Background: an optimization exercise with open tools, aiming at small area. Do not read the settings as production practice. In this exercise RTL edits were held to simulation tests only and were not proved equivalent to the original. Power figures rest on the tool's default switching activity, not on a simulated workload. The flow treats the clock pin as an ideal source, which a real chip does not have.

// hash_jtree_elastic
module hash_jtree_elastic #(
    parameter int SIGFIG     = 24,
    parameter int RADIX      = 10,
    parameter int VERTS      = 3,
    parameter int AXIS       = 3,
    parameter int COLORS     = 3,
    parameter int SAMPS      = 4,
    parameter int PIPE_DEPTH = 2
) (
    input  logic                                        clk,
    input  logic                                        rst,
    input  logic                                        in_valid,
    output logic                                        in_ready,
    input  logic signed [VERTS-1:0][AXIS-1:0][SIGFIG-1:0] tri_in,
    input  logic [COLORS-1:0][SIGFIG-1:0]               color_in,
    input  logic signed [1:0][SAMPS-1:0][SIGFIG-1:0]    sample_in,
    input  logic [SAMPS-1:0]                            validSamp_in,
    input  logic [3:0]                                  subSample,
    input  logic                                        jitter_en,
    output logic                                        out_valid,
    input  logic                                        out_ready,
    output logic signed [VERTS-1:0][AXIS-1:0][SIGFIG-1:0] tri_out,
    output logic [COLORS-1:0][SIGFIG-1:0]               color_out,
    output logic signed [1:0][SAMPS-1:0][SIGFIG-1:0]    sample_out,
    output logic [SAMPS-1:0]                            validSamp_out,
    output logic                                        cfg_err
);
Size: roughly 1200 cells after synthesis, ~970 flip-flops, ~980 I/O pins, about 31000 sq um of cells after synthesis.
==> flow/config.mk <==
export PLATFORM = sky130hd
export DESIGN_NAME = hash_jtree_elastic
export DESIGN_NICKNAME = hash_jtree_elastic
export VERILOG_FILES = /design/flow/design.v
export SDC_FILE = /design/flow/constraint.sdc
export NUM_CORES = 4
export LEC_CHECK = 0
export CAP_MARGIN = 20
export CORE_AREA = 5 5 335 335
export DIE_AREA = 0 0 340 340
export SLEW_MARGIN = 20
export SYNTH_HIERARCHICAL = 1
export SYNTH_MINIMUM_KEEP_SIZE = 0
==> flow/constraint.sdc <==
create_clock -name core_clock -period 5.0 [get_ports {clk}]
set_input_delay 1.0000 -clock core_clock [delete_from_list [all_inputs] [get_ports {clk}]]
set_output_delay 1.0000 -clock core_clock [all_outputs]
set_load 0.01 [all_outputs]
standard.sh (not shown) runs the stock make flow with config.mk's settings and CLKGATE_MAP_FILE= SYNTH_SCRIPT=/design/flow/synth_recipe.tcl, a recipe that flattens the netlist after the stock synthesis.
==> flow/flow/run.sh <==
#!/bin/bash
# Standard layout, with the port buffers made from the smallest buffer cell
# and a clock tree of fewer, larger leaf clusters without dummy loads.
set -euo pipefail
export BUFFER_PORTS_ARGS="-buffer_cell sky130_fd_sc_hd__buf_1"
export CTS_ARGS="-sink_clustering_enable -repair_clock_nets -sink_clustering_size 18 -sink_clustering_max_diameter 60 -buf_list {sky130_fd_sc_hd__clkbuf_8} -dont_use_dummy_load"
bash standard.sh > standard.log 2>&1
Change:
==> flow/flow/run.sh (replaced) <==
#!/bin/bash
# Standard layout, with the port buffers made from the smallest buffer cell
# and a clock tree of fewer, larger leaf clusters without dummy loads.
set -euo pipefail
export BUFFER_PORTS_ARGS="-buffer_cell sky130_fd_sc_hd__buf_1"
export CTS_ARGS="-sink_clustering_enable -repair_clock_nets -sink_clustering_size 17 -sink_clustering_max_diameter 150 -buf_list {sky130_fd_sc_hd__clkbuf_8} -dont_use_dummy_load"
bash standard.sh > standard.log 2>&1
Settings changed: CORE_AREA 5 5 335 335 to 5 5 475 185, DIE_AREA 0 0 340 340 to 0 0 480 190.
Outcome:
- The new run completed without violations
- die area shrinks by 21%
- combinational power stays flat
- routed wire length stays flat
- total power came out lower by 1.7%
- core utilization came out higher by 9.5 points
Change:
Settings changed: CORE_AREA 5 5 475 185 to 5 5 555 105, DIE_AREA 0 0 480 190 to 0 0 560 110, PLACE_DENSITY set to 0.72.
=>
- The new run passed the timing, design-rule and antenna checks
- global-route usage increases by 4.7 points
- worst setup slack gains 0.45 ns
- power decreases by 0.68%
- die area shrinks by 32%
- non-clock buffer count is unchanged
Change:
==> flow/flow/run.sh (replaced) <==
#!/bin/bash
# Standard layout, with the port buffers made from the smallest buffer cell
# and a clock tree of fewer, larger leaf clusters without dummy loads.
set -euo pipefail
export BUFFER_PORTS_ARGS="-buffer_cell sky130_fd_sc_hd__buf_1"
export CTS_ARGS="-sink_clustering_enable -repair_clock_nets -sink_clustering_size 36 -sink_clustering_max_diameter 60 -buf_list {sky130_fd_sc_hd__clkbuf_16} -dont_use_dummy_load"
bash standard.sh > standard.log 2>&1
Settings changed: CORE_AREA 5 5 555 105 to 5 5 335 335, DIE_AREA 0 0 560 110 to 0 0 340 340, PLACE_DENSITY 0.72 to 0.8.
Outcome: Worst setup slack loses 0.10 ns; combinational power goes up by about 7%; first-iteration DRC count goes down by 18%; global-route usage goes down by 9.0 points.
Change:
==> flow/flow/run.sh (replaced) <==
#!/bin/bash
# Standard layout, with the port buffers made from the smallest buffer cell
# and a clock tree of fewer, larger leaf clusters without dummy loads.
set -euo pipefail
export BUFFER_PORTS_ARGS="-buffer_cell sky130_fd_sc_hd__buf_1"
export CTS_ARGS="-sink_clustering_enable -repair_clock_nets -sink_clustering_size 30 -sink_clustering_max_diameter 150 -buf_list {sky130_fd_sc_hd__clkbuf_16} -dont_use_dummy_load"
bash standard.sh > standard.log 2>&1
Settings changed: CAP_MARGIN 20 to 5, PLACE_DENSITY 0.8 to unset, SLEW_MARGIN 20 to 5.
=> Setup slack improves by 0.026 ns; power went down by about 10%; cell count came out lower by 1.0%; clock power falls by about 30%; utilization shrinks by 0.87 points; fmax came out higher by about 1%; first-iteration DRC count shrinks by 7.2%.

== run A ==
hash_jtree_elastic again, from the RTL that the note above started with.
export LEC_CHECK = 0
export CAP_MARGIN = 20
export CORE_AREA = 5 5 335 335
export DIE_AREA = 0 0 340 340
export SLEW_MARGIN = 20
export SYNTH_HIERARCHICAL = 1
export SYNTH_MINIMUM_KEEP_SIZE = 0
create_clock -name core_clock -period 5.0 [get_ports {clk}]
==> flow/flow/run.sh <==
#!/bin/bash
# Standard layout, with the port buffers made from the smallest buffer cell
# and a clock tree of fewer, larger leaf clusters without dummy loads.
set -euo pipefail
export BUFFER_PORTS_ARGS="-buffer_cell sky130_fd_sc_hd__buf_1"
export CTS_ARGS="-sink_clustering_enable -repair_clock_nets -sink_clustering_size 30 -sink_clustering_max_diameter 150 -buf_list {sky130_fd_sc_hd__clkbuf_16} -dont_use_dummy_load"
bash standard.sh > standard.log 2>&1
In summary, run A completed successfully, with a layout that passed the timing, design-rule and antenna checks.
#### Input delta (run B over run A)
==> flow/flow/run.sh <==
#!/bin/bash
# Standard layout, with the port buffers made from the smallest buffer cell
# and a clock tree of fewer, larger leaf clusters without dummy loads.
set -euo pipefail
export BUFFER_PORTS_ARGS="-buffer_cell sky130_fd_sc_hd__buf_1"
export CTS_ARGS="-sink_clustering_enable -repair_clock_nets -sink_clustering_size 30 -sink_clustering_max_diameter 80 -buf_list {sky130_fd_sc_hd__clkbuf_16} -dont_use_dummy_load"
bash standard.sh > standard.log 2>&1
- Share of power burned in the clock network was lower in the run labelled run A.
- Run B vs. run A: highest clock frequency the design can meet went up by 0.35%.
- Summary — power, run B relative to run A: higher, by 0.00033 W.
- Per the comparison of run B with run A, part of the power in combinational logic held, wire length of the first global-routing pass ~0 delta.
## Diff of input files: run C against run B
Settings: swapping 20 for 5 in SLEW_MARGIN; swapping 20 for 5 in CAP_MARGIN.
==> flow/flow/run.sh <==
#!/bin/bash
# Standard layout, with the port buffers made from the smallest buffer cell
# and a clock tree of fewer, larger leaf clusters without dummy loads.
set -euo pipefail
export BUFFER_PORTS_ARGS="-buffer_cell sky130_fd_sc_hd__buf_1"
export CTS_ARGS="-sink_clustering_enable -repair_clock_nets -sink_clustering_size 17 -sink_clustering_max_diameter 150 -buf_list {sky130_fd_sc_hd__clkbuf_8} -dont_use_dummy_load"
bash standard.sh > standard.log 2>&1
## What came out
Run C has power below what run B had. Looking at run B and run C, the highest cell delay on the worst timing path is a wash. Summary of run C over run B: count of clock-net buffers in the final layout now sits higher, cell area now sits lower. Fill cell total of the finished layout (lower): run B. Data arrival at the endpoint of the critical path of run C is on par with run B. Run C gives more global routing met3 resource utilization than run B did. Re register share of the cell area: run B was lower than run C.
diff inputs: run C => run D
Settings: changing SLEW_MARGIN from 5 to 20; changing CAP_MARGIN from 5 to 20.
==> flow/flow/run.sh <==
#!/bin/bash
# Standard layout, with the port buffers made from the smallest buffer cell
# and a clock tree of fewer, larger leaf clusters without dummy loads.
set -euo pipefail
export BUFFER_PORTS_ARGS="-buffer_cell sky130_fd_sc_hd__buf_1"
export CTS_ARGS="-sink_clustering_enable -repair_clock_nets -sink_clustering_size 18 -sink_clustering_max_diameter 150 -buf_list {sky130_fd_sc_hd__clkbuf_8} -dont_use_dummy_load"
bash standard.sh > standard.log 2>&1
--- outcome ---
Run D went all the way through synthesis, placement and routing and the layout is clean on timing, DRC and antenna.
From run C to run D the numbers moved as follows: sequential power saw little to no change, first-pass GRT wire length held, met2 layer usage reported by global route grew by 0.62 points.
Run D against run C: global-route met1 utilization increased 0.43 points, final critical-path share of the clock period saw an increase.
Here is what was changed in the inputs of run E compared with run D.
Settings: setting PLACE_DENSITY to 0.8 for the first time.
==> flow/flow/run.sh <==
#!/bin/bash
# Standard layout, with the port buffers made from the smallest buffer cell
# and a clock tree of fewer, larger leaf clusters without dummy loads.
set -euo pipefail
export BUFFER_PORTS_ARGS="-buffer_cell sky130_fd_sc_hd__buf_1"
export CTS_ARGS="-sink_clustering_enable -repair_clock_nets -sink_clustering_size 22 -sink_clustering_max_diameter 50 -buf_list {sky130_fd_sc_hd__clkbuf_8} -dont_use_dummy_load"
bash standard.sh > standard.log 2>&1
Findings:
On global-route usage, run E and run D are neck and neck. When run E is set beside run D, its setup slack turns out to be 0.046 ns larger. Delta (run E minus run D): met2 wirelength from detailed routing essentially unchanged; total wire length after detailed routing decreased 0.66%.

## separate check: timing with driven ports
In the flow no input, the clock included, has a driving cell. The finished layouts below were timed again as built, in two steps. Step 1: set_driving_cell puts a clkbuf_16 on clk and a buf_2 on each other input, an assumption about the parent block. Step 2 times the ports against the registers' clock, not the clock port: input delays grow and output delays shrink by t, the midpoint of the rising clock arrivals with the driver on. a / b / c = ideal ports / drivers / drivers and shift; a / b = the first two.
run | shift t [ns] | setup slack, ns | worst data-port slew with drivers (ns)
the first run of note 1 | 0.727 | 2.290 / 2.265 / 2.001 | 0.15
the second run of note 1 | 0.716 | 1.897 / 1.844 / 1.779 | 0.16
the third run of note 1 | 0.703 | 2.347 / 2.317 / 1.871 | 0.10
the fourth run of note 1 | 0.657 | 2.246 / 2.256 / 1.603 | 0.15
the fifth run of note 1 | 0.657 | 2.272 / 2.248 / 1.820 | 0.16
run A | 0.657 | 2.272 / 2.248 / 2.012 | 0.16
run B | 0.668 | 2.282 / 2.257 / 2.016 | 0.16
run C | 0.709 | 2.289 / 2.260 / 1.786 | 0.15
run D | 0.765 | 2.265 / 2.235 / 2.013 | 0.18
run E | 0.742 | 2.311 / 2.256 / 1.607 | 0.16
After both steps setup and hold are still met in every run listed. For run E, which loses most, drivers alone change the setup slack by -0.055 ns; drivers and shift together by -0.704 ns.
